This is an optimization exercise on Yosys and OpenROAD, whose aim is small area, not a production implementation. At most, simulation tests tie the RTL to the original design; equivalence was not proved. For runs 2 and 3, only the layout was checked, not whether the RTL still works. Power figures rest on the tool's default switching activity, not on a simulated workload.

`design/flow/config.mk`:
```
export PLATFORM = sky130hd
export DESIGN_NAME = scan_ctrl_top
export DESIGN_NICKNAME = scan_ctrl_top
export VERILOG_FILES = /design/flow/design.v
export SDC_FILE = /design/flow/constraint.sdc
export NUM_CORES = 4
export LEC_CHECK = 0
export ABC_AREA = 1
export CAP_MARGIN = 20
export CORE_MARGIN = 2
export CORE_UTILIZATION = 65
export SLEW_MARGIN = 20
```
`design/flow/constraint.sdc`:
```
create_clock -name core_clock -period 6.0 [get_ports {clk}]
set_input_delay 1.2000 -clock core_clock [delete_from_list [all_inputs] [get_ports {clk}]]
set_output_delay 1.2000 -clock core_clock [all_outputs]
set_load 0.01 [all_outputs]
```
`design/flow/design.v`:
```
`default_nettype none
module scan_ctrl_top (
    input  wire         clk,
    input  wire         reset,
    input  wire         rx_valid_i,
    input  wire  [7:0]  rx_data_i,
    output logic        tx_valid_o,
    output logic [7:0]  tx_data_o,
    input  wire         tx_ready_i,
    output logic        crc_err_o,
    output logic [2:0]  start_o,
    output logic [15:0] nx_pix_o,
    output logic [15:0] ny_pix_o,
    output logic [31:0] pixel_time_o
);
    localparam int SB = 19;  
    function automatic logic [7:0] crc_step(input logic [7:0] crc, input logic [7:0] data);
        logic [7:0] c;
        c = crc ^ data;
        for (int i = 0; i < 8; i++) begin
            c = c[7] ? ((c << 1) ^ 8'h07) : (c << 1);
        end
        crc_step = c;
    endfunction
    logic [4:0] rx_pos;
    logic [7:0] rx_crc;
    logic [2:0] rx_code;    
    logic       chk_q;      
    logic       crc_ok;
    logic       cmd_valid;
    assign crc_ok    = (rx_crc == 8'h00);
    assign cmd_valid = chk_q && crc_ok;
    assign crc_err_o = chk_q && !crc_ok;
    always_ff @(posedge clk) begin
        if (reset) begin
            rx_pos <= 5'd0;
            chk_q  <= 1'b0;
        end else begin
            chk_q <= rx_valid_i && (rx_pos == 5'd28);
            if (rx_valid_i) begin
                if (rx_pos == 5'd0) begin
                    if (rx_data_i == 8'hA5) rx_pos <= 5'd1;
                end else if (rx_pos == 5'd28) begin
                    rx_pos <= 5'd0;
                end else begin
                    rx_pos <= rx_pos + 5'd1;
                end
            end
        end
    end
    always_ff @(posedge clk) begin
        if (rx_pos == 5'd0) begin
            rx_crc <= 8'h00;
        end else if (rx_valid_i) begin
            rx_crc <= crc_step(rx_crc, rx_data_i);
        end
        if (rx_valid_i && rx_pos == 5'd1) begin
            rx_code <= (rx_data_i[7:3] == 5'd0) ? rx_data_i[2:0] : 3'd7;
        end
    end
    logic       req_q;
    logic [1:0] pbank;       
    logic [1:0] cnt;
    logic       accept, is_cfg;
    logic       ack;
    assign accept = cmd_valid && (start_o == 3'b000) && !req_q;
    assign is_cfg = !rx_code[2];
    always_ff @(posedge clk) begin
        if (reset) begin
            req_q   <= 1'b0;
            start_o <= 3'b000;
            cnt     <= 2'd0;
        end else begin
            if (accept && is_cfg) begin
                req_q <= 1'b1;
            end else if (ack) begin
                req_q <= 1'b0;
            end
            if (accept && rx_code[2] && rx_code != 3'd7) begin
                start_o <= {rx_code == 3'd6, rx_code == 3'd5, rx_code == 3'd4};
                cnt     <= 2'd3;
            end else if (cnt != 2'd0) begin
                cnt <= cnt - 2'd1;
            end else begin
                start_o <= 3'b000;
            end
        end
    end
    always_ff @(posedge clk) begin
        if (accept && is_cfg) pbank <= rx_code[1:0];
    end
    logic [2:0] s_oh, t_oh;
    always_ff @(posedge clk) begin
        if (reset) begin
            s_oh <= 3'b001;
        end else if (accept && is_cfg) begin
            s_oh <= {s_oh[1:0], s_oh[2]};
        end
    end
    assign t_oh = req_q ? {s_oh[1:0], s_oh[2]} : {s_oh[0], s_oh[2:1]};
    logic [SB*8-1:0] slot [3];
    logic            rx_shift, tx_shift;
    logic [4:0]      tx_pos;
    assign rx_shift = rx_valid_i && rx_pos != 5'd0 && rx_pos <= 5'd20;
    always_ff @(posedge clk) begin
        for (int k = 0; k < 3; k++) begin
            if ((rx_shift && s_oh[k]) || (tx_shift && t_oh[k])) begin
                slot[k] <= {slot[k][(SB-1)*8-1:0], rx_data_i};
            end
        end
    end
    logic [2:0]  scan_sel;
    logic        scan_hold;
    logic [63:0] scan_q, scan_d;
    assign scan_sel  = (accept && rx_code == 3'd0 && !reset) ? s_oh : 3'b000;
    assign scan_hold = !(reset || (accept && rx_code == 3'd0));
    always_comb begin
        scan_d = {64{scan_hold}} & scan_q;
        for (int k = 0; k < 3; k++) begin
            scan_d = scan_d | ({64{scan_sel[k]}} & {slot[k][15*8 +: 32], slot[k][3*8 +: 32]});
        end
    end
    always_ff @(posedge clk) scan_q <= scan_d;
    assign {nx_pix_o, ny_pix_o, pixel_time_o} = scan_q;
    logic [1:0] tbank;
    logic [7:0] tx_crc;
    logic [7:0] top;
    logic       xfer;
    logic       in_data;
    logic [4:0] nbytes;
    assign tx_valid_o = (tx_pos != 5'd0);
    assign xfer       = tx_valid_o && tx_ready_i;
    assign ack        = (tx_pos == 5'd0) && req_q;
    assign in_data    = (tx_pos >= 5'd3) && (tx_pos <= 5'd28);
    assign tx_shift   = xfer && in_data;
    always_comb begin
        top = '0;
        for (int k = 0; k < 3; k++) begin
            if (t_oh[k]) top = top | slot[k][(SB-1)*8 +: 8];
        end
    end
    always_comb begin
        case (tbank)
            2'd0:    nbytes = 5'd16;
            2'd1:    nbytes = 5'd18;
            2'd2:    nbytes = 5'd19;
            default: nbytes = 5'd13;
        endcase
    end
    logic [7:0] pay;
    assign pay = (tx_pos - 5'd3 < nbytes) ? top : 8'hF0;
    always_comb begin
        if (tx_pos == 5'd1)       tx_data_o = 8'hA5;
        else if (tx_pos == 5'd2)  tx_data_o = {6'd0, tbank};
        else if (tx_pos == 5'd29) tx_data_o = tx_crc;
        else                      tx_data_o = pay;
    end
    always_ff @(posedge clk) begin
        if (reset) begin
            tx_pos <= 5'd0;
        end else if (tx_pos == 5'd0) begin
            if (req_q) tx_pos <= 5'd1;
        end else if (xfer) begin
            tx_pos <= (tx_pos == 5'd29) ? 5'd0 : tx_pos + 5'd1;
        end
    end
    always_ff @(posedge clk) begin
        if (ack) tbank <= pbank;
        if (tx_pos == 5'd0) begin
            tx_crc <= {4'd0, pbank[1], ^pbank, ^pbank, pbank[0]};
        end else if (tx_shift) begin
            tx_crc <= crc_step(tx_crc, pay);
        end
    end
endmodule
`default_nettype wire
```
`design/flow/flow/run.sh`:
```
#!/bin/bash
set -euo pipefail
export BUFFER_PORTS_ARGS="-buffer_cell sky130_fd_sc_hd__buf_1"
export CTS_ARGS="-sink_clustering_enable -repair_clock_nets -dont_use_dummy_load -buf_list sky130_fd_sc_hd__clkbuf_8 -sink_clustering_size 12 -sink_clustering_max_diameter 300"
bash standard.sh > standard_make.log 2>&1
```
`design/flow/standard.sh`:
```
#!/bin/bash
# synth_recipe.tcl (not shown) runs the flow's synth.tcl, then flattens the netlist and writes it again
# the make line also repeats each setting of config.mk as NAME=value (left out here)
make -C /OpenROAD-flow-scripts/flow DESIGN_CONFIG=/design/flow/config.mk WORK_HOME=/design/flow/orfs CLKGATE_MAP_FILE= SYNTH_SCRIPT=/design/flow/synth_recipe.tcl "${@:-finish}"
```
==> results of run 1 <==
-- cells in the mapped netlist, types with 13 or more instances --
library cell / instances
inv_1: 76
edfxtp_1: 467
o21ai_0: 31
nand4_1: 67
a21oi_1: 28
dfxtp_1: 96
xnor2_1: 13
nand3_1: 41
ha_1: 15
buf_2: 13
nand2_1: 404
nor2_1: 28
clkbuf_1: 13
-- kinds of logic (layout without fill, tap and decap cells) --
kind of cell / Yosys count / after routing / share of synthesized area
flip-flops: 563 / 563 / 0.812
AND/OR/NAND/NOR: 556 / 556 / 0.122
buffers and inverters: 111 / 235 / 0.0245
AO/OA/AOI/OAI: 78 / 78 / 0.0222
XOR/XNOR: 23 / 23 / 0.0103
adder cells (fa/ha/maj): 15 / 15 / 0.00955
-- worst max-delay path, cell delays in order, from the launching register on --
cell     delay, ps
dfxtp_1        370
ha_1           240
inv_1           70
nand2_1         50
nand2_1         60
o21ai_0         90
ha_1           300
a21oi_1        150
nand2_1         80
nor2_2         580
nand4_1        270
nor2_1         140
o21ai_0         80
buf_1          140
-- path summary, 6_finish.rpt --
kind | start | endpoint | slack (ps)
max | tx_pos[0] | tx_data_o[5] | 1640
min | slot[1][108] | slot[1][116] | 390
max reg2reg | tx_pos[0] | slot[2][123] | 2380
min reg2reg | slot[1][108] | slot[1][116] | 390
-- per-layer routing --
layer	vias to the layer above	share of wire	wire, um
li1	4964	-	-
met1	5057	0.44	14600
met2	298	0.48	16000
met3	63	0.051	1700
met4	0	0.022	728
met5	-	0	0
-- layout make-up --
cell class	count	area [sq um]
clock buffer	52	716
fill	1985	8480
inverter	78	293
multi-input combinational	672	3260
sequential	563	15900
tap	390	488
timing repair buffer	105	541
-- cells in the final DEF (no fill, tap or decap), types with 10 or more instances in the layout --
master and instances:
nand4_1 67, edfxtp_1 467, xor2_1 10, buf_1 88, xnor2_1 13, buf_4 11
a21oi_1 28, clkbuf_8 52, nand2_1 404, inv_1 76, nand3_1 41, nor2_1 28
dfxtp_1 96, ha_1 15, o21ai_0 30
-- stage by stage --
step	worst slack, ps	setup TNS (ps)	total power (W)
5_1_grt	1390	0	0.00634
6_report	1640	0	0.00613
3_5_place_dp	2180	0	0.00435
2_1_floorplan	-215	-92670	0.00433
3_3_place_gp	2170	0	0.00435
4_1_cts	1650	0	0.00619
-- sequential cells by signal, indices dropped and copies added (netlist names), 2 cells and up --
register / flops
slot: 456
scan_q: 64
rx_crc: 8
tx_crc: 8
rx_pos: 5
tx_pos: 5
rx_code: 3
s_oh: 3
start_o: 3
cnt: 2
pbank: 2
tbank: 2
-- power groups by stage --
stage / Clock (W) / Sequential [W] / Combinational [W]
6_report: 0.00186 / 0.00418 / 0.0000798
5_1_grt: 0.00206 / 0.00418 / 0.0000926
4_1_cts: 0.00193 / 0.00418 / 0.0000814
3_5_place_dp: 0 / 0.00427 / 0.0000812
3_3_place_gp: 0 / 0.00427 / 0.0000764
2_1_floorplan: 0 / 0.00427 / 0.0000562
==> notes.md, run 1 <==
• 0 — Remaining Overflow, GRT
• 178 um — height of the die
• register — startpoint kind of the worst setup timing path
• 0 — max-slew violation count
• 0 — cts repair resizes
• 17.8 um — drt wl/cell
• 0.661 — initial core utilization
• edfxtp_1 — most frequently used flop master after synthesis
• 7.21 nW — Leak
• 20400 um — dpl hpwl
• 4800 ps — Data required, critical path
• 0 — MaxCap Viol Count
• output port — endpoint type of the worst setup path
• 4360 ps — Final Critical Period
• 35 — number of library cell types mapped by synthesis
• 5.58 — vias per inst
• 89 — number of I/O pins
• 0.304 — share of power burned in the clock network
• 0.230 GHz — fmax
• 14.6 sq um — Mapped Avg Cell Area
• 1100 ps — transition time at the pin with the least slew margin
• 0.0544 — proportion of layout cells with a drive suffix above 1
• met2 — most used routing layer
• 0 — post-detailed-route count of antenna-violating nets
• 0.266 — worst slew margin relative to its limit
• 0.869 — placer congestion estimate
• 90 ps — clock slew seen by the registers of the worst setup and hold paths
• 40.4 ps — setup skew after layout
• 0.0297 sq mm — Floorplan Core Area
• 0.213 — GRT Overall Usage
• 0.0205 sq mm — DP Area
• 178 um — die width
• 10400 — number of vias in the routed layout
• 3160 ps — worst path arrival time
• 0.715 — share of the core filled with cells in the final layout
• 0 — Hold Buf Count CTS
• 0 — initial antenna violation count
• 0.013 — Logic pwr share
• 1346 — Mapped Cells
• 33100 um — overall routed net length
• edfxtp_1 (71%), dfxtp_1 (9.8%), nand2_1 (7.7%), nand4_1 (2.1%), inv_1 (1.5%) — top area cells in the synthesized netlist
• 52 — number of buffers created by CTS
• 0.726 — final cycle utilization of the critical path
• 0.0196 sq mm — summed instance area of the synthesized netlist
• 63 — Rows
• 2 — count of synthesis-stage warnings from yosys
• 0 — number of endpoints with negative hold slack in the final report
• 815 — initial detailed-routing violation count
• 0 — number of post-CTS setup repair buffers
• 1373 — net count after synthesis
• 5 — 1st-pass router iterations
• clkbuf_8 — cell at the root of the clock tree
• register to register — type of the worst min-delay path
• 1860 — final standard cell count with taps included and fillers excluded
• 0.0212 sq mm — Finished Cell Area
• 0.00115 W — net switching power
• built — clock tree from TritonCTS
• 0.812 — proportion of synthesized chip area in sequential cells
• 0.00498 W — Internal
• 0.0351 — met3 Use GR
• 563 — clk sinks
• 2 — H-tree level count
• 0.0316 sq mm — total die area
• 1499 — nets
• 0 — remaining design rule violation count
• 0.295 — met1 Use GR
• no — RSZ-0062 raised after global routing
• 10 — R2R depth
• 8.11% — Area Growth Syn to Fin
• 0.714 — Yosys top cell area share
• 590 ps — latest clock arrival within the worst-skew pair
• 0.353 — GR Layer Usage met2
• 51700 um — wire length of the first global-routing pass
• 0 — worst hold path cell count
• 288 mW/mm^2 — Pwr per Cell Area
• 0 — ant diodes
• edfxtp_1 — cell type with the highest aggregate area in the netlist
• 153 — pin count of the biggest net entering global routing
• 0.683 — part of the power in registers
• 3 — number of buffers on the longest clock path
• 467 — Post-synth EDFFs
• 0.000215 V — maximum ir drop on the vdd rail
• 88 — number of buffers added on ports
• no timing/DRC/antenna violations — status
• 10000 — vias in the first global route
• 18 — Critical Path Fanout Max
• 0 — setup-violating endpoint count in the final report
• register to output port — kind of critical path
• 0.188 — switch share
• 0 — share of synthesized flip-flops with an asynchronous set or reset
• 1808 — # placed instances
• 563 — FF+latch count, synth
• 394 ps — Fin Hold WS
==> inputs of run 2 (changes only) <==
--- a/design/flow/design.v
+++ b/design/flow/design.v
@@ -23,2 +23,12 @@
         crc_step = c;
+    endfunction
+    function automatic logic [7:0] crc_mat(input logic [7:0] x);
+        crc_mat[0] = x[0] ^ x[6] ^ x[7];
+        crc_mat[1] = x[0] ^ x[1] ^ x[6];
+        crc_mat[2] = x[0] ^ x[1] ^ x[2] ^ x[6];
+        crc_mat[3] = x[1] ^ x[2] ^ x[3] ^ x[7];
+        crc_mat[4] = x[2] ^ x[3] ^ x[4];
+        crc_mat[5] = x[3] ^ x[4] ^ x[5];
+        crc_mat[6] = x[4] ^ x[5] ^ x[6];
+        crc_mat[7] = x[5] ^ x[6] ^ x[7];
     endfunction
@@ -54,3 +64,3 @@
         end else if (rx_valid_i) begin
-            rx_crc <= crc_step(rx_crc, rx_data_i);
+            rx_crc <= crc_mat(rx_crc ^ rx_data_i);
         end
@@ -171,3 +181,3 @@
         end else if (tx_shift) begin
-            tx_crc <= crc_step(tx_crc, pay);
+            tx_crc <= crc_mat(tx_crc ^ pay);
         end
==> design/flow/flow/run.sh (replaced) <==
#!/bin/bash
set -euo pipefail
export BUFFER_PORTS_ARGS="-buffer_cell sky130_fd_sc_hd__buf_1"
export CTS_ARGS="-sink_clustering_enable -repair_clock_nets -dont_use_dummy_load -buf_list sky130_fd_sc_hd__clkbuf_8 -sink_clustering_size 18 -sink_clustering_max_diameter 60"
bash standard.sh > standard_make.log 2>&1
--- a/design/flow/config.mk
+++ b/design/flow/config.mk
@@ -7,3 +7,3 @@
 export LEC_CHECK = 0
-export ABC_AREA = 1
+export ABC_AREA = 0
 export CAP_MARGIN = 20
==> notes.md, run 2 <==
• no timing/DRC/antenna violations — status
• 89 — number of I/O pins, unchanged
• 9444 — number of vias in the routed layout, -9.0%
• 88 — number of buffers added on ports, unchanged
• 4450 ps — Final Critical Period, +91.7 ps
• 563 — clk sinks, unchanged
• edfxtp_1 (467), nand2_1 (94), dfxtp_1 (93) — most used cells in the layout excluding fill and tap cells
• 56 — number of library cell types mapped by synthesis, +60%
• no — RSZ-0062 raised after global routing
• 467 — Post-synth EDFFs, unchanged
• register to register — type of the worst min-delay path
• 1550 ps — final worst-path setup slack, -91.7 ps
• 1 — Buffers & Inverters on Critical Path, -1
• 4800 ps — Data required, critical path, about the same
• 1930 — count of fill cells added during filler insertion, -2.8%
• 3 — number of buffers on the longest clock path, unchanged
• 0 — max-slew violation count, unchanged
• 0 — setup-violating endpoint count in the final report, unchanged
• 0.206 — GRT Overall Usage, -0.00637
• 100 ps — clock slew seen by the registers of the worst setup and hold paths, about the same
• 0.818 — proportion of synthesized chip area in sequential cells, +0.00609
• 0.0203 sq mm — DP Area, -1.2%
• 2660 ps — Register-to-Register Setup Slack, +280 ps
• 90 — pin count of the biggest net entering global routing, -41%
• 3250 ps — worst path arrival time, +90 ps
• simple AND/OR/NAND/NOR gates — category of cells accounting for the largest share of critical-path delay
• 563 — FF+latch count, synth, unchanged
• edfxtp_1 (467), dfxtp_1 (96), nand2_1 (94) — most used standard cells in the synthesized netlist
• 6.63% — Area Growth Syn to Fin
• 85.1 ps — setup skew after layout, +44.7 ps
• 63 — Rows, unchanged
• 0.0208 sq mm — Finished Cell Area, -2.1%
• register to output port — kind of critical path
• 0 — number of endpoints with negative hold slack in the final report, unchanged
• 0 — ant diodes, unchanged
• 456 — number of flip-flops in the largest register, unchanged
• 0.741 — final cycle utilization of the critical path, +0.0153
• 282 mW/mm^2 — Pwr per Cell Area, -2.1%
• 0 — cts repair resizes, unchanged
• 0 — initial antenna violation count, unchanged
• register — startpoint kind of the worst setup timing path
• 0.225 GHz — fmax, -2.1%
• tx_crc[7] — R2R Path End
• 1132 — net count after synthesis, -18%
• 6 — 1st-pass router iterations, +1
• 0 — remaining design rule violation count, unchanged
• tx_pos[0] — beginning of the worst register-to-register path
• 1030 ps — transition time at the pin with the least slew margin, -73.1 ps
• 0.719 — Yosys top cell area share, +0.00536
• 177 um — height of the die, -0.37%
• 0 — Remaining Overflow, GRT, unchanged
• 38 — number of buffers created by CTS, -27%
• 17.6 sq um — Mapped Avg Cell Area, +21%
• edfxtp_1 — most frequently used flop master after synthesis
• 20.3 um — drt wl/cell, +14%
• 32100 um — overall routed net length, -2.8%
• edfxtp_1 — cell type with the highest aggregate area in the netlist
• 580 ps — latest clock arrival within the worst-skew pair, about the same
• edfxtp_1 (72%), dfxtp_1 (9.9%), a222oi_1 (3.6%), o21ai_1 (1.9%), nand2_1 (1.8%) — top area cells in the synthesized netlist
• ha_1 > nor3_1 > xor2_1 > ha_1 > a21oi_1 > nand2_1 > nor3_1 > a211oi_1 > buf_1 — series of cell instances along the critical path
• 386 ps — Fin Hold WS, -8.12 ps
• 0 — Hold Buf Count CTS, unchanged
• 0 ps — setup TNS after final layout, unchanged
• 0.000231 V — maximum ir drop on the vdd rail, +7.4%
• slot[0][100] — worst hold path endpoint
• 49700 um — wire length of the first global-routing pass, -3.9%
• dfxtp_1 — CP max-delay cell
• built — clock tree from TritonCTS
• 10 — R2R depth, unchanged
• 1220 — nets, -19%
• 0.703 — share of the core filled with cells in the final layout, -0.0113
• 5.97 — vias per inst, +7.0%
• 0.0588 — proportion of layout cells with a drive suffix above 1, +0.00435
• 0.834 — placer congestion estimate, -4.0%
• 177 um — die width, -0.37%
• 0.0159 sq mm — Register Area, about the same
• slot x456, scan_q x64 — Regs by FF count
• 0 — worst hold path cell count, unchanged
• edfxtp_1 — most frequent standard cell in the layout excluding fill and tap cells
• 0.0314 sq mm — total die area, -0.73%
• 1105 — Mapped Cells, -18%
• edfxtp_1 — most frequent cell after synthesis
• 9047 — vias in the first global route, -10%
• 0.314 — worst slew margin relative to its limit, +0.0478
• 0 — number of post-CTS setup repair buffers, unchanged
• 530 ps — critical path's largest stage delay, -50 ps
• 10 — Critical Path Fanout Max, -8
• 0 — share of synthesized flip-flops with an asynchronous set or reset, unchanged
• 2120 ps — worst setup slack before clock tree synthesis, -63.4 ps
• 0 — post-detailed-route count of antenna-violating nets, unchanged
• slot[0][92] — source of the worst hold timing path
• 0.00335 sq mm — area used by multi-input combinational logic, +2.9%
• clkbuf_8 — cell at the root of the clock tree
• 0 — MaxCap Viol Count, unchanged
• 2 — count of synthesis-stage warnings from yosys, unchanged
• 19100 um — dpl hpwl, -6.5%
• 6.58 nW — Leak, -8.8%
• 1191 — initial detailed-routing violation count, +46%
• slot — register with the most flip-flops
• 0.0195 sq mm — summed instance area of the synthesized netlist, -0.75%
• 0.0296 sq mm — Floorplan Core Area, -0.53%
• output port — endpoint type of the worst setup path
• 0.660 — initial core utilization, -0.00143
• 2 — H-tree level count, unchanged
-- run 2: changes by cell type in the layout (fill, tap and decap cells not counted), sizes merged, moves of 14 or more --
cell	change
nand4	-64
clkbuf	-14
nand3	-32
a222oi	+71
xor2	+14
mux2	+20
inv	-65
xnor2	+14
o21ai	+45
nand2	-312
-- run 2: area by class of cell --
class | count | area share
flip-flops and latches | 563 | 0.767
multi-input cells | 481 | 0.161
clock buffers | 38 | 0.0252
well taps | 390 | 0.0235
repair buffers | 97 | 0.0209
inverters | 12 | 0.00217
-- run 2: worst max path at each step --
| stage | from | endpoint | slack [ps] | cells past startpoint |
|---|---|---|---|---|
| detailed placement | rx_valid_i | slot[0][126] | 2120 | 4 |
| global route | tx_pos[0] | tx_data_o[6] | 1350 | 9 |
| finish | tx_pos[0] | tx_data_o[6] | 1550 | 9 |
| floorplan | rx_valid_i | slot[2][0] | 380 | 3 |
| global placement | rx_valid_i | slot[0][134] | 2160 | 4 |
| CTS | tx_pos[0] | tx_data_o[6] | 1500 | 9 |
-- run 2: per-stage QoR --
stage / cells / total power (W)
after floorplan: 1105 / 0.00433
after global placement: 1543 / 0.00435
after detailed placement: 1543 / 0.00435
after CTS: 1581 / 0.00593
after global routing: 1581 / 0.00607
final: 1581 / 0.00587
-- run 2: routing by layer --
layer,track usage,share of wire,up-vias
li1,-,-,4464
met1,0.308,0.46,4665
met2,0.322,0.47,262
met3,0.0284,0.049,53
met4,0.0651,0.024,0
met5,0,0,-
-- run 2: report_power, final --
group          switching [W]   total, W  internal [W]
clock                0.00104    0.00161      0.000573
sequential        0.00000305    0.00418       0.00418
combinational      0.0000495  0.0000810     0.0000314
-- run 2: logic make-up after synthesis --
group                    count (synthesis)  synth area share
flip-flops                             563             0.818
AO/OA/AOI/OAI                          200            0.0739
AND/OR/NAND/NOR                        184            0.0420
buffers and inverters                   61            0.0123
XOR/XNOR                                53            0.0273
multiplexers                            29            0.0171
adder cells (fa/ha/maj)                 15           0.00963
-- run 2: worst register-to-register path: cells and delay by family (launching register included) --
family / cells / cell delay [ps]
flops: 1 / 530
compound gates: 3 / 580
fa+ha+maj: 2 / 600
xor+xnor: 2 / 680
simple gates: 3 / 790
==> inputs of run 3 (changes only) <==
--- a/design/flow/config.mk
+++ b/design/flow/config.mk
@@ -8,5 +8,5 @@
 export ABC_AREA = 0
-export CAP_MARGIN = 20
+export CAP_MARGIN = 0
 export CORE_MARGIN = 2
 export CORE_UTILIZATION = 65
-export SLEW_MARGIN = 20
+export SLEW_MARGIN = 0
==> notes.md, run 3 <==
• edfxtp_1 — most frequently used flop master after synthesis
• 563 — FF+latch count, synth, unchanged
• 2120 ps — worst setup slack before clock tree synthesis, unchanged
• 0 — MaxCap Viol Count, unchanged
• 467 — Post-synth EDFFs, unchanged
• 580 ps — latest clock arrival within the worst-skew pair, about the same
• 0.818 — proportion of synthesized chip area in sequential cells, unchanged
• 2 — H-tree level count, unchanged
• 6.58 nW — Leak, unchanged
• 6.63% — Area Growth Syn to Fin, unchanged
• 1105 — Mapped Cells, unchanged
• 0.0314 sq mm — total die area, unchanged
• 85.1 ps — setup skew after layout, unchanged
• 0.0195 sq mm — summed instance area of the synthesized netlist, unchanged
• 0 — setup-violating endpoint count in the final report, unchanged
• 38 — number of buffers created by CTS, unchanged
• 0.225 GHz — fmax, unchanged
• output port — endpoint type of the worst setup path
• 0.00478 W — Internal, unchanged
• slot — register with the most flip-flops
• 0 — cts repair resizes, unchanged
• 0 — ant diodes, unchanged
• edfxtp_1 (467), nand2_1 (94), dfxtp_1 (93) — most used cells in the layout excluding fill and tap cells
• 1030 ps — transition time at the pin with the least slew margin, unchanged
• 10 — Critical Path Fanout Max, unchanged
• 0 — remaining design rule violation count, unchanged
• clkbuf_8 — cell at the root of the clock tree
• 0.014 — Logic pwr share, about the same
• 0 — post-detailed-route count of antenna-violating nets, unchanged
• 0.834 — placer congestion estimate, unchanged
• no — RSZ-0062 raised after global routing
• edfxtp_1 (467), dfxtp_1 (96), nand2_1 (94) — most used standard cells in the synthesized netlist
• 456 — number of flip-flops in the largest register, unchanged
• 2660 ps — Register-to-Register Setup Slack, about the same
• 1550 ps — final worst-path setup slack, unchanged
• no timing/DRC/antenna violations — status
• edfxtp_1 — most frequent standard cell in the layout excluding fill and tap cells
• 88 — number of buffers added on ports, unchanged
• 2 — count of synthesis-stage warnings from yosys, unchanged
• 63 — Rows, unchanged
• 0.206 — GRT Overall Usage, unchanged
• 90 — pin count of the biggest net entering global routing, unchanged
• register to register — type of the worst min-delay path
• register to output port — kind of critical path
• 0 — share of synthesized flip-flops with an asynchronous set or reset, unchanged
• 0 — number of endpoints with negative hold slack in the final report, unchanged
• 3250 ps — worst path arrival time, about the same
• 0.00109 W — net switching power, unchanged
• 0.0296 sq mm — Floorplan Core Area, unchanged
• 563 — clk sinks, unchanged
• 0 — number of post-CTS setup repair buffers, unchanged
• 1220 — nets, unchanged
• slot[0][100] — worst hold path endpoint
• 89 — number of I/O pins, unchanged
• 0 — initial antenna violation count, unchanged
• tx_crc[7] — R2R Path End
• 6 — 1st-pass router iterations, unchanged
• 1543 — # placed instances, unchanged
• 20.3 um — drt wl/cell, unchanged
• 0.314 — worst slew margin relative to its limit, unchanged
• 0.660 — initial core utilization, unchanged
• 1191 — initial detailed-routing violation count, unchanged
• 0 — Hold Buf Count CTS, unchanged
• 4800 ps — Data required, critical path, about the same
• 0.275 — share of power burned in the clock network, about the same
• 282 mW/mm^2 — Pwr per Cell Area, unchanged
• 0.0588 — proportion of layout cells with a drive suffix above 1, unchanged
• edfxtp_1 — most frequent cell after synthesis
• 9444 — number of vias in the routed layout, unchanged
• 17.6 sq um — Mapped Avg Cell Area, unchanged
• 1930 — count of fill cells added during filler insertion, unchanged
• 5.97 — vias per inst, unchanged
• 10 — R2R depth, unchanged
• 177 um — die width, unchanged
• 56 — number of library cell types mapped by synthesis, unchanged
• 0 — worst hold path cell count, unchanged
• 0.000231 V — maximum ir drop on the vdd rail, unchanged
• 0.00587 W — total power consumption of the routed design, unchanged
• 19100 um — dpl hpwl, unchanged
• slot x456, scan_q x64 — Regs by FF count
• 0.186 — switch share, unchanged
• 0.712 — part of the power in registers, about the same
• 4450 ps — Final Critical Period, unchanged
• tx_pos[0] — beginning of the worst register-to-register path
• 0.719 — Yosys top cell area share, unchanged
• 0 — Remaining Overflow, GRT, unchanged
• register — startpoint kind of the worst setup timing path
• 49700 um — wire length of the first global-routing pass, unchanged
• 100 ps — clock slew seen by the registers of the worst setup and hold paths, about the same
• built — clock tree from TritonCTS
• 177 um — height of the die, unchanged
• 3 — number of buffers on the longest clock path, unchanged
• edfxtp_1 — cell type with the highest aggregate area in the netlist
• 0.703 — share of the core filled with cells in the final layout, unchanged
• edfxtp_1 (72%), dfxtp_1 (9.9%), a222oi_1 (3.6%), o21ai_1 (1.9%), nand2_1 (1.8%) — top area cells in the synthesized netlist
• slot[0][92] — source of the worst hold timing path
• 0 ps — setup TNS after final layout, unchanged
• 32100 um — overall routed net length, unchanged
• 1581 — final standard cell count with taps included and fillers excluded, unchanged
• 0 — max-slew violation count, unchanged
• 0.741 — final cycle utilization of the critical path, unchanged
• 1132 — net count after synthesis, unchanged
• 9047 — vias in the first global route, unchanged
run 3: critical path: stages (launching register included):
cell	delay, ps
dfxtp_1	530
ha_1	270
nor3_1	70
xor2_1	160
ha_1	330
a21oi_1	320
nand2_1	200
nor3_1	520
a211oi_1	150
buf_1	160
run 3: power groups by stage:
| stage | Combinational (W) | Sequential, W | Clock (W) |
|---|---|---|---|
| 3_5_place_dp | 0.0000825 | 0.00427 | 0 |
| 4_1_cts | 0.0000831 | 0.00418 | 0.00167 |
| 3_3_place_gp | 0.0000794 | 0.00427 | 0 |
| 5_1_grt | 0.0000926 | 0.00418 | 0.00180 |
| 2_1_floorplan | 0.0000599 | 0.00427 | 0 |
| 6_report | 0.0000810 | 0.00418 | 0.00161 |
run 3: layer usage:
layer / wire length, um / part of all wire / vias up / GRT usage
met5: 0 / 0 / - / 0
met2: 15000 / 0.47 / 262 / 0.322
li1: - / - / 4464 / -
met1: 14800 / 0.46 / 4665 / 0.308
met3: 1560 / 0.049 / 53 / 0.0284
met4: 764 / 0.024 / 0 / 0.0651
run 3: cells by family (layout without fill, tap and decap cells):
logic type | Yosys count | count (layout) | synth area share
DFF | 563 | 563 | 0.818
AOI/OAI and AO/OA | 200 | 200 | 0.0739
xor gates and xnor gates | 53 | 53 | 0.0273
muxes | 29 | 29 | 0.0171
adders and majority gates | 15 | 15 | 0.00963
and+or+nand+nor | 184 | 184 | 0.0420
buffers and inverters | 61 | 147 | 0.0123
run 3: how the worst max path moves through the flow:
stage	from	end
6_report	tx_pos[0]	tx_data_o[6]
5_1_grt	tx_pos[0]	tx_data_o[6]
4_1_cts	tx_pos[0]	tx_data_o[6]
3_5_place_dp	rx_valid_i	slot[0][126]
3_3_place_gp	rx_valid_i	slot[0][134]
2_1_floorplan	rx_valid_i	slot[2][0]
run 3: through the flow:
stage	area (sq um)	hold slack [ps]
floorplan	19500	400
global placement	20300	401
detailed placement	20300	405
CTS	20800	372
global route	20800	396
finish	20800	386
run 3: area by class of cell:
type | instances | area, sq um | area share
multi-input combinational | 481 | 3350 | 0.161
clock buffer | 38 | 523 | 0.0252
inverter | 12 | 45.0 | 0.00217
timing repair buffer | 97 | 435 | 0.0209
tap | 390 | 488 | 0.0235
sequential | 563 | 15900 | 0.767
==> inputs of run 4 (changes only) <==
--- a/design/flow/design.v
+++ b/design/flow/design.v
@@ -112,3 +112,2 @@
     logic            rx_shift, tx_shift;
-    logic [4:0]      tx_pos;
     assign rx_shift = rx_valid_i && rx_pos != 5'd0 && rx_pos <= 5'd20;
@@ -134,2 +133,7 @@
     assign {nx_pix_o, ny_pix_o, pixel_time_o} = scan_q;
+    localparam logic [4:0] TX_IDLE = 5'd27;
+    localparam logic [4:0] TX_HEAD = 5'd30;
+    localparam logic [4:0] TX_ADDR = 5'd31;
+    localparam logic [4:0] TX_CRC  = 5'd26;
+    logic [4:0] tx_pos;
     logic [1:0] tbank;
@@ -139,7 +143,10 @@
     logic       in_data;
-    logic [4:0] nbytes;
-    assign tx_valid_o = (tx_pos != 5'd0);
+    logic       idle;
+    logic       pad;
+    logic [7:0] pay;
+    assign idle       = (tx_pos == TX_IDLE);
+    assign tx_valid_o = !idle;
     assign xfer       = tx_valid_o && tx_ready_i;
-    assign ack        = (tx_pos == 5'd0) && req_q;
-    assign in_data    = (tx_pos >= 5'd3) && (tx_pos <= 5'd28);
+    assign ack        = idle && req_q;
+    assign in_data    = (tx_pos < 5'd26);
     assign tx_shift   = xfer && in_data;
@@ -153,15 +160,16 @@
         case (tbank)
-            2'd0:    nbytes = 5'd16;
-            2'd1:    nbytes = 5'd18;
-            2'd2:    nbytes = 5'd19;
-            default: nbytes = 5'd13;
+            2'd0:    pad = (tx_pos >= 5'd16);
+            2'd1:    pad = (tx_pos >= 5'd18);
+            2'd2:    pad = (tx_pos >= 5'd19);
+            default: pad = (tx_pos >= 5'd13);
         endcase
     end
-    logic [7:0] pay;
-    assign pay = (tx_pos - 5'd3 < nbytes) ? top : 8'hF0;
+    assign pay = pad ? 8'hF0 : top;
     always_comb begin
-        if (tx_pos == 5'd1)       tx_data_o = 8'hA5;
-        else if (tx_pos == 5'd2)  tx_data_o = {6'd0, tbank};
-        else if (tx_pos == 5'd29) tx_data_o = tx_crc;
-        else                      tx_data_o = pay;
+        case (tx_pos)
+            TX_HEAD: tx_data_o = 8'hA5;
+            TX_ADDR: tx_data_o = {6'd0, tbank};
+            TX_CRC:  tx_data_o = tx_crc;
+            default: tx_data_o = pay;
+        endcase
     end
@@ -169,7 +177,7 @@
         if (reset) begin
-            tx_pos <= 5'd0;
-        end else if (tx_pos == 5'd0) begin
-            if (req_q) tx_pos <= 5'd1;
+            tx_pos <= TX_IDLE;
+        end else if (idle) begin
+            if (req_q) tx_pos <= TX_HEAD;
         end else if (xfer) begin
-            tx_pos <= (tx_pos == 5'd29) ? 5'd0 : tx_pos + 5'd1;
+            tx_pos <= tx_pos + 5'd1;
         end
@@ -178,3 +186,3 @@
         if (ack) tbank <= pbank;
-        if (tx_pos == 5'd0) begin
+        if (idle) begin
             tx_crc <= {4'd0, pbank[1], ^pbank, ^pbank, pbank[0]};
--- a/design/flow/config.mk
+++ b/design/flow/config.mk
@@ -8,5 +8,6 @@
 export ABC_AREA = 0
-export CAP_MARGIN = 0
+export CAP_MARGIN = 20
 export CORE_MARGIN = 2
-export CORE_UTILIZATION = 65
-export SLEW_MARGIN = 0
+export CORE_UTILIZATION = 80
+export PLACE_DENSITY = 0.85
+export SLEW_MARGIN = 20
==> notes.md, run 4 <==
• 0 — setup-violating endpoint count in the final report, unchanged
• 88 — number of buffers added on ports, unchanged
• slot[2][22] — worst hold path endpoint
• 0 — remaining design rule violation count, unchanged
• register to output port — kind of critical path
• 6.82 — vias per inst, +14%
• 1910 — initial detailed-routing violation count, +60%
• 0 — post-detailed-route count of antenna-violating nets, unchanged
• 4800 ps — Data required, critical path, about the same
• 1129 — net count after synthesis, -0.27%
• slot[2][14] — source of the worst hold timing path
• 4250 ps — Final Critical Period, -194 ps
• 87 — pin count of the biggest net entering global routing, -3.3%
• edfxtp_1 (467), nand2_1 (93), dfxtp_1 (93) — most used cells in the layout excluding fill and tap cells
• 0 — ant diodes, unchanged
• 0 — worst hold path cell count, unchanged
• 0 — number of post-CTS setup repair buffers, unchanged
• 38 — number of buffers created by CTS, unchanged
• 0.291 — GRT Overall Usage, +0.0842
• 6.47 nW — Leak, -1.6%
• 0 — initial antenna violation count, unchanged
• 0.0194 sq mm — summed instance area of the synthesized netlist, -0.54%
• 368 ps — Fin Hold WS, -18.4 ps
• clkbuf_8 — cell at the root of the clock tree
• 1109 — Mapped Cells, +0.36%
• 0 — number of endpoints with negative hold slack in the final report, unchanged
• register to register — type of the worst min-delay path
• 6 — R2R depth, -4
• 467 — Post-synth EDFFs, unchanged
• 0.282 — worst slew margin relative to its limit, -0.0323
• 0 — Hold Buf Count CTS, unchanged
• 563 — clk sinks, unchanged
• 16 — Critical Path Fanout Max, +6
• rx_pos[0] — beginning of the worst register-to-register path
• built — clock tree from TritonCTS
• 160 um — die width, -9.9%
• 0 — max-slew violation count, unchanged
• 0 — cts repair resizes, unchanged
• 3 — number of buffers on the longest clock path, unchanged
• 56 — Rows, -11%
• 22900 um — dpl hpwl, +20%
• 59 — number of library cell types mapped by synthesis, +5.4%
• 2020 ps — worst setup slack before clock tree synthesis, -93.1 ps
• 17.5 sq um — Mapped Avg Cell Area, -0.90%
• 2 — H-tree level count, unchanged
• edfxtp_1 — most frequent cell after synthesis
• 10300 — number of vias in the routed layout, +9.1%
• no — RSZ-0062 raised after global routing
• edfxtp_1 — most frequent standard cell in the layout excluding fill and tap cells
• edfxtp_1 — cell type with the highest aggregate area in the netlist
• 456 — number of flip-flops in the largest register, unchanged
• 339 mW/mm^2 — Pwr per Cell Area, +20%
• 1214 — nets, -0.49%
• edfxtp_1 (72%), dfxtp_1 (9.9%), a222oi_1 (3.5%), o21ai_0 (2.2%), nand2_1 (1.8%) — top area cells in the synthesized netlist
• 0.235 GHz — fmax, +4.6%
• edfxtp_1 (467), dfxtp_1 (96), nand2_1 (93) — most used standard cells in the synthesized netlist
• output port — endpoint type of the worst setup path
• 0.0236 sq mm — Floorplan Core Area, -20%
• slot — register with the most flip-flops
• 0.0255 sq mm — total die area, -19%
• 0.822 — proportion of synthesized chip area in sequential cells, +0.00443
• register — startpoint kind of the worst setup timing path
• 89 — number of I/O pins, unchanged
• 0.709 — final cycle utilization of the critical path, -0.0323
• 56400 um — wire length of the first global-routing pass, +14%
• 24.7 um — drt wl/cell, +21%
• 0.837 — placer congestion estimate, +0.35%
• 0.0663 — proportion of layout cells with a drive suffix above 1, +0.00750
• 9 — 1st-pass router iterations, +3
• 1080 ps — transition time at the pin with the least slew margin, +49.8 ps
• 0 ps — setup TNS after final layout, unchanged
• 6.15% — Area Growth Syn to Fin
• no timing/DRC/antenna violations — status
• 580 ps — latest clock arrival within the worst-skew pair, about the same
• 0 — MaxCap Viol Count, unchanged
• 3050 ps — worst path arrival time, -200 ps
• 37300 um — overall routed net length, +16%
• 563 — FF+latch count, synth, unchanged
• slot x456, scan_q x64 — Regs by FF count
• 0.000293 V — maximum ir drop on the vdd rail, +27%
• 9938 — vias in the first global route, +9.8%
• 57.9 ps — setup skew after layout, -27.2 ps
• 0.821 — initial core utilization, +0.162
• 2 — count of synthesis-stage warnings from yosys, unchanged
• edfxtp_1 — most frequently used flop master after synthesis
• 2660 ps — Register-to-Register Setup Slack, about the same
• 100 ps — clock slew seen by the registers of the worst setup and hold paths, about the same
• 0.723 — Yosys top cell area share, +0.00390
• 1750 ps — final worst-path setup slack, +194 ps
• 0 — Remaining Overflow, GRT, unchanged
• 0 — share of synthesized flip-flops with an asynchronous set or reset, unchanged
• slot[0][123] — R2R Path End
• 160 um — height of the die, -9.9%
==> run 4: per-layer routing <==
metal  vias to the layer above  track usage  part of all wire
met4                         0        0.102             0.035
met2                       692        0.489              0.50
met3                       105       0.0374             0.087
met1                      5050        0.404              0.38
li1                       4459            -                 -
met5                         -            0                 0
==> run 4: where the power goes <==
group | switching [W] | internal [W]
registers | 0.000140 | 0.00447
logic | 0.000463 | 0.000267
clock network | 0.00106 | 0.000573
total | 0.00166 | 0.00531
==> run 4: area by class of cell <==
class / count / area, sq um
Sequential cell: 563 / 15900
Multi-Input combinational cell: 482 / 3230
Fill cell: 937 / 3030
Clock buffer: 38 / 523
Timing Repair Buffer: 100 / 453
Tap cell: 319 / 399
Inverter: 9 / 33.8
==> run 4: worst max-delay path by stage <==
stage,cells after the start,end,slack (ps),start
6_report,7,tx_data_o[7],1750,tx_pos[1]
4_1_cts,7,tx_data_o[7],1750,tx_pos[1]
3_3_place_gp,4,slot[0][126],2190,rx_valid_i
2_1_floorplan,3,slot[1][0],300,tx_ready_i
3_5_place_dp,4,slot[0][133],2020,rx_valid_i
5_1_grt,7,tx_data_o[7],1510,tx_pos[1]
==> run 4: critical path: stages, from the launching register on <==
cell	delay [ps]
dfxtp_1	540
ha_1	320
a211o_1	140
o211ai_1	100
a21oi_1	840
nor2b_1	140
o31ai_1	260
buf_1	180
==> run 4: metrics by stage <==
stage               area (sq um)  power (W)   util  instances
finish                     20600    0.00697  0.872       1511
global route               20600    0.00719  0.872       1511
CTS                        20600    0.00697  0.871       1510
detailed placement         20000    0.00540  0.849       1472
global placement           20000    0.00533  0.849       1472
floorplan                  19400    0.00518      -       1109
==> run 4: cell families (layout without fill, tap and decap cells) <==
group,after synthesis,count (layout),synth area share
buf+inv,64,147,0.0132
flops,563,563,0.822
fa+ha+maj,8,8,0.00516
xor+xnor,53,53,0.0246
simple gates,200,200,0.0492
mux,15,15,0.00845
compound gates,206,206,0.0772
==> inputs of run 5 (changes only) <==
--- a/design/flow/config.mk
+++ b/design/flow/config.mk
@@ -10,4 +10,3 @@
 export CORE_MARGIN = 2
-export CORE_UTILIZATION = 80
-export PLACE_DENSITY = 0.85
+export CORE_UTILIZATION = 65
 export SLEW_MARGIN = 20
==> notes.md, run 5 <==
• register to output port — kind of critical path
• 0 — cts repair resizes, unchanged
• 0.822 — proportion of synthesized chip area in sequential cells, unchanged
• 40 — number of buffers created by CTS, +5.3%
• 570 ps — latest clock arrival within the worst-skew pair, about the same
• 0.231 — switch share, -0.00717
• no timing/DRC/antenna violations — status
• 79.0 ps — setup skew after layout, +21.1 ps
• 1129 — net count after synthesis, unchanged
• 17.5 sq um — Mapped Avg Cell Area, unchanged
• 88 — number of buffers added on ports, unchanged
• slot — register with the most flip-flops
• edfxtp_1 (72%), dfxtp_1 (9.9%), a222oi_1 (3.5%), o21ai_0 (2.2%), nand2_1 (1.8%) — top area cells in the synthesized netlist
• 0.0194 sq mm — summed instance area of the synthesized netlist, unchanged
• 2 — H-tree level count, unchanged
• slot[0][22] — source of the worst hold timing path
• scan_q[34] — R2R Path End
• edfxtp_1 — most frequently used flop master after synthesis
• 0.661 — part of the power in registers, about the same
• edfxtp_1 (467), dfxtp_1 (96), nand2_1 (93) — most used standard cells in the synthesized netlist
• 0 — Remaining Overflow, GRT, unchanged
• 700 ps — critical path's largest stage delay, -140 ps
• 0 — post-detailed-route count of antenna-violating nets, unchanged
• 1952 — count of fill cells added during filler insertion, +110%
• 177 um — die width, +11%
• 3 — number of buffers on the longest clock path, unchanged
• 0 — Hold Buf Count CTS, unchanged
• 0.00534 W — Internal, +0.56%
• edfxtp_1 — most frequent standard cell in the layout excluding fill and tap cells
• 0 — number of endpoints with negative hold slack in the final report, unchanged
• 0.680 — final cycle utilization of the critical path, -0.0292
• 456 — number of flip-flops in the largest register, unchanged
• 8944 — vias in the first global route, -10%
• 0 — ant diodes, unchanged
• 0.266 — worst slew margin relative to its limit, -0.0157
• register to register — type of the worst min-delay path
• 0.0312 sq mm — total die area, +22%
• edfxtp_1 (467), nand2_1 (93), dfxtp_1 (93) — most used cells in the layout excluding fill and tap cells
• clkbuf_8 — cell at the root of the clock tree
• 0 ps — setup TNS after final layout, unchanged
• rx_crc[3] — beginning of the worst register-to-register path
• 1219 — nets, +0.41%
• 0.723 — Yosys top cell area share, unchanged
• 6 — R2R depth, unchanged
• 563 — FF+latch count, synth, unchanged
• edfxtp_1 — most frequent cell after synthesis
• 0 — max-slew violation count, unchanged
• 21.1 um — drt wl/cell, -15%
• 0.100 — Logic pwr share, -0.005
• 1 — Buffers & Inverters on Critical Path, unchanged
• 5 — Crit. path cell count, -2
• 50700 um — wire length of the first global-routing pass, -10%
• 0.658 — initial core utilization, -0.163
• built — clock tree from TritonCTS
• 6.94% — Area Growth Syn to Fin
• a222oi_1 — CP max-delay cell
• 0.214 — GRT Overall Usage, -0.0764
• 100 ps — clock slew seen by the registers of the worst setup and hold paths, about the same
• output port — endpoint type of the worst setup path
• 6.50 nW — Leak, +0.50%
• 0 — number of post-CTS setup repair buffers, unchanged
• no — RSZ-0062 raised after global routing
• 0 — setup-violating endpoint count in the final report, unchanged
• 177 um — height of the die, +11%
• 0.00161 W — net switching power, -3.4%
• 0.809 — placer congestion estimate, -3.3%
• 0 — initial antenna violation count, unchanged
• 0.245 GHz — fmax, +4.3%
• 4800 ps — Data required, critical path, about the same
• slot[0][30] — worst hold path endpoint
• 1272 — initial detailed-routing violation count, -33%
• 6.07 — vias per inst, -11%
• 0.00323 sq mm — area used by multi-input combinational logic, unchanged
• 335 mW/mm^2 — Pwr per Cell Area, -1.1%
• 0.703 — share of the core filled with cells in the final layout, -0.168
• 563 — clk sinks, unchanged
• 0.0702 — proportion of layout cells with a drive suffix above 1, +0.00390
• edfxtp_1 — cell type with the highest aggregate area in the netlist
• 2880 ps — worst path arrival time, -170 ps
• 0.000224 V — maximum ir drop on the vdd rail, -24%
• 0 — MaxCap Viol Count, unchanged
• mux2_2 > a222oi_1 > nor2b_1 > o31ai_1 > buf_1 — series of cell instances along the critical path
• 4080 ps — Final Critical Period, -175 ps
• 2610 ps — Register-to-Register Setup Slack, -50 ps
• 0.0295 sq mm — Floorplan Core Area, +25%
• 1109 — Mapped Cells, unchanged
• register — startpoint kind of the worst setup timing path
• compound AO/OA/AOI/OAI gates — category of cells accounting for the largest share of critical-path delay
• 20200 um — dpl hpwl, -12%
• 0 — remaining design rule violation count, unchanged
• slot x456, scan_q x64 — Regs by FF count
• 33500 um — overall routed net length, -10%
• 89 — number of I/O pins, unchanged
• 2 — count of synthesis-stage warnings from yosys, unchanged
• 0 — worst hold path cell count, unchanged
• 9631 — number of vias in the routed layout, -6.5%
• 1100 ps — transition time at the pin with the least slew margin, +20.2 ps
• 0.0159 sq mm — Register Area, unchanged
• 467 — Post-synth EDFFs, unchanged
• 7 — 1st-pass router iterations, -2
• 0 — share of synthesized flip-flops with an asynchronous set or reset, unchanged
• 81 — pin count of the biggest net entering global routing, -6.9%
• 0.239 — share of power burned in the clock network, +0.005
• 13 — Critical Path Fanout Max, -3
• 59 — number of library cell types mapped by synthesis, unchanged
• 63 — Rows, +13%
-- run 5: worst max-delay path by stage --
stage                           from           end
after floorplan           tx_ready_i    slot[1][0]
after global placement    rx_valid_i  slot[2][150]
after detailed placement  rx_valid_i  slot[2][145]
after CTS                      req_q  tx_data_o[7]
after global routing           req_q  tx_data_o[7]
final                          req_q  tx_data_o[7]
-- run 5: final cells by class --
class,instances,area share
Multi-Input combinational cell,482,0.156
Timing Repair Buffer,103,0.0235
Sequential cell,563,0.769
Clock buffer,40,0.0265
Inverter,9,0.00163
Tap cell,390,0.0235
-- run 5: routing by layer --
layer | global-route usage | share of wire
met1 | 0.329 | 0.46
met2 | 0.333 | 0.47
met3 | 0.0260 | 0.052
met4 | 0.0572 | 0.018
met5 | 0 | 0
-- run 5: worst register-to-register path, delay by kind of cell (launching register included) --
family | cells | cell delay, ps
simple gates | 4 | 2170
buf+inv | 1 | 590
flops | 1 | 330
compound gates | 1 | 250
-- run 5: stage by stage --
| step | area [sq um] | total power [W] | hold slack [ps] | setup WS (ps) | instances |
|---|---|---|---|---|---|
| 6_report | 20700 | 0.00694 | 386 | 1920 | 1587 |
| 5_1_grt | 20700 | 0.00722 | 400 | 1770 | 1587 |
| 4_1_cts | 20700 | 0.00700 | 383 | 1920 | 1586 |
| 3_5_place_dp | 20200 | 0.00537 | 405 | 2040 | 1546 |
| 3_3_place_gp | 20200 | 0.00534 | 400 | 2130 | 1546 |
| 2_1_floorplan | 19400 | 0.00518 | 400 | 305 | 1109 |
-- run 5: cell families after synthesis --
| logic type | share of synthesized area |
|---|---|
| flip-flops | 0.822 |
| XOR/XNOR | 0.0246 |
| multiplexers | 0.00845 |
| adder cells (fa/ha/maj) | 0.00516 |
| buffers and inverters | 0.0132 |
| AO/OA/AOI/OAI | 0.0772 |
| AND/OR/NAND/NOR | 0.0492 |
-- run 5: power by group through the flow --
| stage | clock network [W] | registers [W] | logic [W] |
|---|---|---|---|
| 4_1_cts | 0.00172 | 0.00459 | 0.000692 |
| 3_3_place_gp | 0 | 0.00467 | 0.000671 |
| 5_1_grt | 0.00183 | 0.00461 | 0.000776 |
| 3_5_place_dp | 0 | 0.00468 | 0.000688 |
| 2_1_floorplan | 0 | 0.00463 | 0.000550 |
| 6_report | 0.00166 | 0.00459 | 0.000695 |
==> inputs of run 6 (changes only) <==
==> design/flow/flow/run.sh (replaced) <==
#!/bin/bash
set -euo pipefail
export BUFFER_PORTS_ARGS="-buffer_cell sky130_fd_sc_hd__buf_1"
export CTS_ARGS="-sink_clustering_enable -repair_clock_nets -dont_use_dummy_load -buf_list sky130_fd_sc_hd__clkbuf_8 -sink_clustering_size 20 -sink_clustering_max_diameter 50"
bash standard.sh > standard_make.log 2>&1
--- a/design/flow/config.mk
+++ b/design/flow/config.mk
@@ -10,3 +10,4 @@
 export CORE_MARGIN = 2
-export CORE_UTILIZATION = 65
+export CORE_UTILIZATION = 80
+export PLACE_DENSITY = 0.85
 export SLEW_MARGIN = 20
==> notes.md, run 6 <==
• register to register — type of the worst min-delay path
• edfxtp_1 (72%), dfxtp_1 (9.9%), a222oi_1 (3.5%), o21ai_0 (2.2%), nand2_1 (1.8%) — top area cells in the synthesized netlist
• 1109 — Mapped Cells, unchanged
• edfxtp_1 — most frequent standard cell in the layout excluding fill and tap cells
• 0 — number of post-CTS setup repair buffers, unchanged
• 0.234 GHz — fmax, -4.7%
• 456 — number of flip-flops in the largest register, unchanged
• 1110 ps — transition time at the pin with the least slew margin, +9.42 ps
• 160 um — height of the die, -9.6%
• edfxtp_1 (467), nand2_1 (93), dfxtp_1 (93) — most used cells in the layout excluding fill and tap cells
• 16 — Critical Path Fanout Max, +3
• 0.837 — placer congestion estimate, +3.5%
• edfxtp_1 (467), dfxtp_1 (96), nand2_1 (93) — most used standard cells in the synthesized netlist
• 563 — FF+latch count, synth, unchanged
• 0 — number of endpoints with negative hold slack in the final report, unchanged
• no timing/DRC/antenna violations — status
• 17.5 sq um — Mapped Avg Cell Area, unchanged
• 467 — Post-synth EDFFs, unchanged
• 0.262 — worst slew margin relative to its limit, -0.00407
• no — RSZ-0062 raised after global routing
• 53.9 ps — setup skew after layout, -25.1 ps
• register to output port — kind of critical path
• 563 — clk sinks, unchanged
• 0.0255 sq mm — total die area, -18%
• 4800 ps — Data required, critical path, about the same
• 88 — number of buffers added on ports, unchanged
• 89 — number of I/O pins, unchanged
• 0.822 — proportion of synthesized chip area in sequential cells, unchanged
• 0 — Hold Buf Count CTS, unchanged
• 0.723 — Yosys top cell area share, unchanged
• 0 — cts repair resizes, unchanged
• 0 — setup-violating endpoint count in the final report, unchanged
• 0 — remaining design rule violation count, unchanged
• 0.0246 — xor and xnor fraction of the mapped netlist area, unchanged
• 0.0236 sq mm — Floorplan Core Area, -20%
• 0 — worst hold path cell count, unchanged
• 0.821 — initial core utilization, +0.163
• 1214 — nets, -0.41%
• 6.14% — Area Growth Syn to Fin
• 0 — post-detailed-route count of antenna-violating nets, unchanged
• 0 — MaxCap Viol Count, unchanged
• 1903 — initial detailed-routing violation count, +50%
• 0.0492 — area fraction in and, or, nand and nor cells after synthesis, unchanged
• 6.47 nW — Leak, -0.53%
• 1129 — net count after synthesis, unchanged
• compound AO/OA/AOI/OAI gates — largest family of logic cells by synthesized area
• 0.713 — final cycle utilization of the critical path, +0.0336
• 0.0772 — Synth Area in Compound Gates, unchanged
• 10 — 1st-pass router iterations, +3
• 87 — pin count of the biggest net entering global routing, +7.4%
• register — startpoint kind of the worst setup timing path
• 0 — share of synthesized flip-flops with an asynchronous set or reset, unchanged
• edfxtp_1 — most frequently used flop master after synthesis
• 338 mW/mm^2 — Pwr per Cell Area, +0.90%
• 24.7 um — drt wl/cell, +17%
• edfxtp_1 — most frequent cell after synthesis
• edfxtp_1 — cell type with the highest aggregate area in the netlist
• 0 ps — setup TNS after final layout, unchanged
• 0.00323 sq mm — area used by multi-input combinational logic, unchanged
• 0.0159 sq mm — Register Area, unchanged
• 4280 ps — Final Critical Period, +201 ps
• 56 — Rows, -11%
• output port — endpoint type of the worst setup path
• 6 — R2R depth, unchanged
• built — clock tree from TritonCTS
• 160 um — die width, -9.6%
• slot x456, scan_q x64 — Regs by FF count
• slot — register with the most flip-flops
• clkbuf_8 — cell at the root of the clock tree
• 0.00516 — post-synthesis adder-cell area fraction, unchanged
• 22900 um — dpl hpwl, +13%
• 9950 — vias in the first global route, +11%
• 3 — number of buffers on the longest clock path, unchanged
• 38 — number of buffers created by CTS, -5.0%
• 0 — Remaining Overflow, GRT, unchanged
• 56600 um — wire length of the first global-routing pass, +12%
• 0 — ant diodes, unchanged
• 10300 — number of vias in the routed layout, +6.7%
• 2 — H-tree level count, unchanged
• 59 — number of library cell types mapped by synthesis, unchanged
• 2 — count of synthesis-stage warnings from yosys, unchanged
• 6.80 — vias per inst, +12%
• 0.293 — GRT Overall Usage, +0.0788
• 921 — count of fill cells added during filler insertion, -53%
• 0.0194 sq mm — summed instance area of the synthesized netlist, unchanged
• 0.000298 V — maximum ir drop on the vdd rail, +33%
• 0.00845 — fraction of synthesized area in multiplexers, unchanged
• 3080 ps — worst path arrival time, +200 ps
• 560 ps — latest clock arrival within the worst-skew pair, about the same
• 37400 um — overall routed net length, +12%
• 0 — initial antenna violation count, unchanged
• 0 — max-slew violation count, unchanged
• 90 ps — clock slew seen by the registers of the worst setup and hold paths, about the same
• 0.0663 — proportion of layout cells with a drive suffix above 1, -0.00390
• 0.00696 W — total power consumption of the routed design, +0.15%
==> run 6: cell types whose count changed in the layout (fill, tap and decap cells not counted) <==
cell,delta
buf_16,-1
buf_6,+1
buf_4,-3
clkbuf_8,-2
==> run 6: worst paths after layout <==
path | from | endpoint | slack (ps)
worst max-delay path | tx_pos[1] | tx_data_o[7] | 1720
worst min register to register | slot[2][85] | slot[2][93] | 400
worst max register to register | rx_pos[0] | slot[0][115] | 2590
worst min-delay path | slot[2][85] | slot[2][93] | 400
==> run 6: final cells by class <==
| class | instances | share of cell area |
|---|---|---|
| Sequential cell | 563 | 0.775 |
| Multi-Input combinational cell | 482 | 0.157 |
| Clock buffer | 38 | 0.0254 |
| Timing Repair Buffer | 100 | 0.0218 |
| Tap cell | 319 | 0.0194 |
| Inverter | 9 | 0.00164 |
==> run 6: worst max-delay path, cell delays in order (launching register included) <==
cell and delay, ps:
dfxtp_1 530, ha_1 320, a211o_1 140, o211ai_1 100
a21oi_1 860, nor2b_1 140, o31ai_1 260, buf_1 180
==> run 6: stage by stage <==
step            util  hold WS (ps)  std cells  setup WS, ps  instance area [sq um]
2_1_floorplan      -           400       1109           305                  19400
3_3_place_gp   0.849           400       1472          2190                  20000
3_5_place_dp   0.849           405       1472          2020                  20000
4_1_cts        0.871           397       1510          1750                  20600
5_1_grt        0.872           396       1511          1480                  20600
6_report       0.872           402       1511          1720                  20600
==> run 6: power by group <==
part / leakage (nW) / switching, W / internal [W] / total (W)
Sequential: 4.98 / 0.000142 / 0.00447 / 0.00461
Clock: 0.273 / 0.00104 / 0.000573 / 0.00161
Combinational: 1.21 / 0.000463 / 0.000267 / 0.000729
Total: 6.47 / 0.00165 / 0.00531 / 0.00696
==> run 6: cells by family after synthesis <==
| family | after synthesis |
|---|---|
| compound gates | 206 |
| xor+xnor | 53 |
| fa+ha+maj | 8 |
| buf+inv | 64 |
| flops | 563 |
| mux | 15 |
| simple gates | 200 |
==> run 6: per-layer routing <==
metal  wire (um)  global-route usage  vias up
met4        1090              0.0917        0
met2       19100               0.498      693
met5           0                   0        -
met1       14100               0.405     5034
met3        3130              0.0423       95
li1            -                   -     4458

==> port drivers added, routing unchanged <==
The results above use ideal ports. As a check the final layouts listed here were re-extracted and re-timed, cells and wires unchanged.
Step 1 sets driving cells, clkbuf_16 on the clock port and buf_2 on the other inputs (assumed; they add their load-dependent delay and slew).
Step 2 times the ports against the registers' clock, not the clock port: input delays grow and output delays shrink by t, the midpoint of the rising clock arrivals with the driver on.
Three values: ideal ports, drivers, drivers and shift; two values: the first two.
| run | shift t [ns] | slack for setup (ns) | worst setup path at the end |
|---|---|---|---|
| run 1 | 0.607 | 1.645 / 1.596 / 2.203 | register to output |
| run 2 | 0.579 | 1.553 / 1.507 / 2.086 | register to output |
| run 3 | 0.579 | 1.553 / 1.507 / 2.086 | register to output |
| run 4 | 0.597 | 1.747 / 1.700 / 2.000 | input to register |
| run 5 | 0.575 | 1.923 / 1.875 / 2.154 | input to register |
| run 6 | 0.585 | 1.721 / 1.675 / 1.997 | input to register |
After both steps setup and hold are still met in every run listed.
